From an optimization exercise on the open Yosys and OpenROAD flow, aimed at small area, a short achievable clock period and few clock cycles per item; shortcuts taken in it are not production practice. In this exercise RTL edits were held to simulation tests only and were not proved equivalent to the original. Power and IR drop assume default switching activity.

==> inputs of run D <==
==> flow/design.v (excerpt) <==
module sliding_window_trend_stats_top (
  input  logic        clk,
  input  logic        rst_n,
  input  logic        in_valid,
  output logic        in_ready,
  input  logic [7:0]  in_sample_temp,
  output logic        out_valid,
  input  logic        out_ready,
  output logic [6:0]  out_fill_count,
  output logic        out_stats_valid,
  output logic [15:0] out_avg_q8,
  output logic [7:0]  out_min_temp,
  output logic [7:0]  out_max_temp,
  output logic signed [16:0] out_slope_q8,
  output logic [15:0] out_pred_q8,
  input  logic        cfg_we,
  input  logic [6:0]  cfg_wdata
);
Settings: LEC_CHECK=0, CAP_MARGIN=20, CORE_MARGIN=2, CORE_UTILIZATION=40, SLEW_MARGIN=20; clock period 11.0 ns.
run.sh (not shown) runs the stock make flow with config.mk's settings and CLKGATE_MAP_FILE= SYNTH_SCRIPT=/design/flow/synth_recipe.tcl, a recipe that flattens the netlist after the stock synthesis.
==> inputs of run M, as changes to run D <==
--- a/flow/design.v
+++ b/flow/design.v
@@ -4,12 +4,13 @@
   localparam int CountW       = 7;
   localparam int CfgReset     = 10;
   localparam int PredMax      = 110;
   localparam int NumStages = 16;
   typedef struct packed {
     logic               v;
+    logic               tag;   
     logic [6:0]         n;
     logic [7:0]         x;
     logic [7:0]         mn, mx;
     logic [13:0]        s;
     logic signed [18:0] t;
     logic               sgn;
@@ -25,13 +26,13 @@
     logic               r1nz;
     logic signed [24:0] f;
     logic [15:0]        avg;
     logic signed [16:0] slope;
     logic [15:0]        pred;
   } pay_t;
-  localparam int PayW = 280;   
+  localparam int PayW = 281;   
   function automatic logic [15:0] dtab(input logic [6:0] n);
     case (n)
       7'd2: dtab = 16'd1;
       7'd3: dtab = 16'd4;
       7'd4: dtab = 16'd10;
       7'd5: dtab = 16'd20;
@@ -291,23 +292,27 @@
   logic [6:0] wlen_r, eff_w;
   always_comb begin
     if (wlen_r < 7'd2) eff_w = 7'd2;
     else if (wlen_r > 7'd64) eff_w = 7'd64;
     else eff_w = wlen_r;
   end
-  logic ov_r, sv_r, adv;
-  assign adv = ~sv_r;
+  logic ov_r, rc_v, hold_r, adv;
+  assign adv = ~rc_v & ~hold_r;
+  logic       out_free, deliver, recirc;
+  logic [3:0] cnt_r;
+  logic [4:0] tcnt_r, tcnt_nx;
   logic       iv_r;
   logic [7:0] ix_r;
   logic [6:0] ieff_r;
   logic       pok_r;   
   logic       plt_r;   
   logic       pg2_r;   
   logic       pg4_r;   
   logic       acc;
-  assign in_ready = ~iv_r | (adv & pok_r);
+  logic       in_ready_r;   
+  assign in_ready = in_ready_r;
   assign acc      = in_valid & in_ready;
   logic [511:0] mem_r;
   logic [5:0]   head_r, tail_r;
   logic [6:0]   n_r;
   logic [7:0]   pmin_r, pmax_r;
   logic [63:0]  bmin_r, bmax_r;
@@ -349,19 +354,21 @@
   assign a2  = blk[3'(tail_r[2:0] + 3'd2)*8 +: 8];
   assign a3  = blk[3'(tail_r[2:0] + 3'd3)*8 +: 8];
   always_ff @(posedge clk) begin
     if (!rst_n) begin
       wlen_r <= 7'(swts_pkg::CfgReset);
       iv_r   <= 1'b0;
+      in_ready_r <= 1'b1;
       head_r <= '0;
       tail_r <= '0;
       n_r    <= '0;
     end else begin
       if (cfg_we) wlen_r <= cfg_wdata;
       if (acc) iv_r <= 1'b1;
       else if (op_wr) iv_r <= 1'b0;
+      in_ready_r <= ~(acc | (iv_r & ~op_wr)) | (~recirc & (tcnt_nx == 5'd0) & (acc ? fl_new[3] : fl_old[3]));
       if (op_wr) head_r <= head_r + 6'd1;
       if (op_pop) tail_r <= tail_r + {3'd0, kdrop};
       else if (op_slide) tail_r <= tail_r + 6'd1;
       n_r <= n_nx;
     end
   end
@@ -618,69 +625,83 @@
     a3 = swts_pkg::max8(v[55:48], v[63:56]);
     max_tree = {swts_pkg::max8(a0, a1), swts_pkg::max8(a2, a3)};
   endfunction
   swts_pkg::pay_t pin;
   always_comb begin
     pin    = '0;
-    pin.v  = r4v;
+    pin.v  = r4v & adv;
     pin.n  = r4n;
     pin.x  = r4x;
     pin.mn = r4mn;
     pin.mx = r4mx;
     pin.s  = s_r;
     pin.t  = t_r;
   end
   localparam int PW = swts_pkg::PayW;
   logic [(NS+1)*PW-1:0] pbv;
-  swts_pkg::pay_t pl;
-  assign pbv[PW-1:0] = pin;
+  swts_pkg::pay_t pl, rc, p0;
+  assign p0 = rc_v ? rc : pin;
+  assign pbv[PW-1:0] = p0;
   for (genvar s = 0; s < NS; s++) begin : g_st
     swts_div_stage #(.S(s), .REG(s < NS - 1)) u_st (
-      .clk(clk), .rst_n(rst_n), .en(adv), .d_i(pbv[s*PW +: PW]), .q_o(pbv[(s+1)*PW +: PW])
+      .clk(clk), .rst_n(rst_n), .d_i(pbv[s*PW +: PW]), .q_o(pbv[(s+1)*PW +: PW])
     );
   end
   assign pl = pbv[NS*PW +: PW];
-  logic [72:0] res, out_r, skid_r;
+  logic [72:0] res, out_r;
   assign res = {pl.n, pl.n >= 7'd2, pl.avg, pl.mn, pl.mx, pl.slope, pl.pred};
-  logic inc, out_en;
-  assign inc    = adv & pl.v;
-  assign out_en = ~ov_r | out_ready;
+  assign out_free = ~ov_r | out_ready;
+  assign deliver  = pl.v & out_free & (cnt_r == 4'd0);
+  assign recirc   = pl.v & ~deliver;
+  assign tcnt_nx  = tcnt_r + {4'd0, recirc & ~pl.tag} - {4'd0, deliver & pl.tag};
   always_ff @(posedge clk) begin
     if (!rst_n) begin
-      ov_r <= 1'b0;
-      sv_r <= 1'b0;
-    end else if (sv_r) begin
-      if (out_en) sv_r <= 1'b0;
+      ov_r   <= 1'b0;
+      rc_v   <= 1'b0;
+      cnt_r  <= '0;
+      tcnt_r <= '0;
+      hold_r <= 1'b0;
     end else begin
-      if (out_en) ov_r <= inc;
-      else if (inc) sv_r <= 1'b1;
+      if (out_free) ov_r <= deliver;
+      rc_v <= recirc;
+      if (recirc && cnt_r == 4'd0) cnt_r <= 4'(NS - 1);
+      else if (cnt_r != 4'd0) cnt_r <= cnt_r - 4'd1;
+      tcnt_r <= tcnt_nx;
+      hold_r <= tcnt_nx != 5'd0;
     end
   end
   always_ff @(posedge clk) begin
-    if (out_en) out_r <= sv_r ? skid_r : res;
-    if (!sv_r && !out_en) skid_r <= res;
+    if (out_free) out_r <= res;
+    rc     <= '0;
+    rc.v   <= 1'b1;
+    rc.tag <= 1'b1;
+    rc.n   <= pl.n;
+    rc.x   <= pl.x;
+    rc.mn  <= pl.mn;
+    rc.mx  <= pl.mx;
+    rc.s   <= pl.s;
+    rc.t   <= pl.t;
   end
   assign out_valid = ov_r;
   assign {out_fill_count, out_stats_valid, out_avg_q8, out_min_temp, out_max_temp, out_slope_q8,
           out_pred_q8} = out_r;
 endmodule
 module swts_div_stage #(
   parameter int S   = 0,
   parameter bit REG = 1
 ) (
   input  logic           clk,
   input  logic           rst_n,
-  input  logic           en,
   input  swts_pkg::pay_t d_i,
   output swts_pkg::pay_t q_o
 );
   swts_pkg::pay_t c;
   assign c = swts_pkg::ustep(d_i, S);
   if (REG) begin : g_reg
     always_ff @(posedge clk) begin
-      if (en) q_o <= c;
+      q_o <= c;
       if (!rst_n) q_o.v <= 1'b0;
     end
   end else begin : g_comb
     assign q_o = c;
   end
 endmodule
==> flow/flow/run.sh (new file) <==
#!/bin/bash
set -euo pipefail
MARGIN=${SWTS_SETUP_MARGIN:-7.2}
bash standard.sh synth > synth.log 2>&1
bash standard.sh SETUP_SLACK_MARGIN=$MARGIN finish > layout.log 2>&1
==> flow/standard.sh (new file) <==
#!/bin/bash
# synth_recipe.tcl (not shown) runs the flow's synth.tcl, then flattens the netlist and writes it again
# the make line also repeats each setting of config.mk as NAME=value (left out here)
make -C /OpenROAD-flow-scripts/flow DESIGN_CONFIG=/design/flow/config.mk WORK_HOME=/design/flow/orfs CLKGATE_MAP_FILE= SYNTH_SCRIPT=/design/flow/synth_recipe.tcl "${@:-finish}"
CORE_UTILIZATION = 55   (was 40)
CTS_CLUSTER_DIAMETER = 100   (was default)
CTS_CLUSTER_SIZE = 20   (was default)
removed: flow/run.sh
==> run_results.csv <==
group,metric,value,unit
status,outcome,"no timing/DRC/antenna violations",
cells_and_area,final_area,169500,um2
min_path,holdPathEnd,"g_st[9].u_st.q_o[216]",
synthesis,synth-xor-area-share,0.04323,
power,p_leak,68.56,nW
cells_and_area,n_antenna_cell,5,
cells_and_area,drive_gt1_frac,0.08844,
worst_setup_path,criticalPathCategory,"register to register",
synthesis,synth-seq-area-share,0.5189,
route,drt-initial-drc-count,7130,
timing,fin_skew,0.05550,ns
Source of the figures above: run M

==> run_results.csv <==
group,metric,value,unit
status,outcome,"no timing/DRC/antenna violations",
timing,fin_skew,0.08318,ns
worst_setup_path,criticalPathCategory,"register to output pin",
synthesis,synth-seq-area-share,0.5452,
run,drv_cap,0,
cts,ctsHtreeMaxLevel,5,
global_routing,grt.total_usage,0.1737,
cells_and_area,buffer_area_frac,0.009757,
cells_and_area,clk_share,0.06055,
min_path,holdPathEnd,"g_st[14].u_st.q_o[271]",
power,p_leak,72.32,nW
synthesis,synth-xor-area-share,0.03991,
Source of the figures above: run D

Testbench counts of run D, summed over its fixed seeds: cycles 3,338, items 2,560.
Testbench counts of run M, summed over its fixed seeds: cycles 3,338, items 2,560.

[re-timing with driven ports]
In the flow no input, the clock included, has a driving cell. The finished layouts below were timed again as built, in two steps.
Step 1 assumes that a clkbuf_16 drives the clock port and a buf_2 every other input.
Step 2 moves the port delays by t, midway between the first and last clock arrival at a register: inputs arrive t later, outputs are due t later. That takes back most of the time a late clock gives input paths.
a / b / c = ideal ports / drivers / drivers and shift; a / b = the first two.
run	shift t [ns]	setup slack, ns	latest minus earliest clock arrival (ns)	pins driven straight from the clock port
run D	1.059	5.712 / 5.600 / 5.968	0.100 / 0.099	1
run M	0.986	7.154 / 7.154 / 6.528	0.064 / 0.065	1
After both steps setup and hold are still met in every run listed. For run M, which loses most, drivers alone change the setup slack by 0.000 ns; drivers and shift together by -0.626 ns.
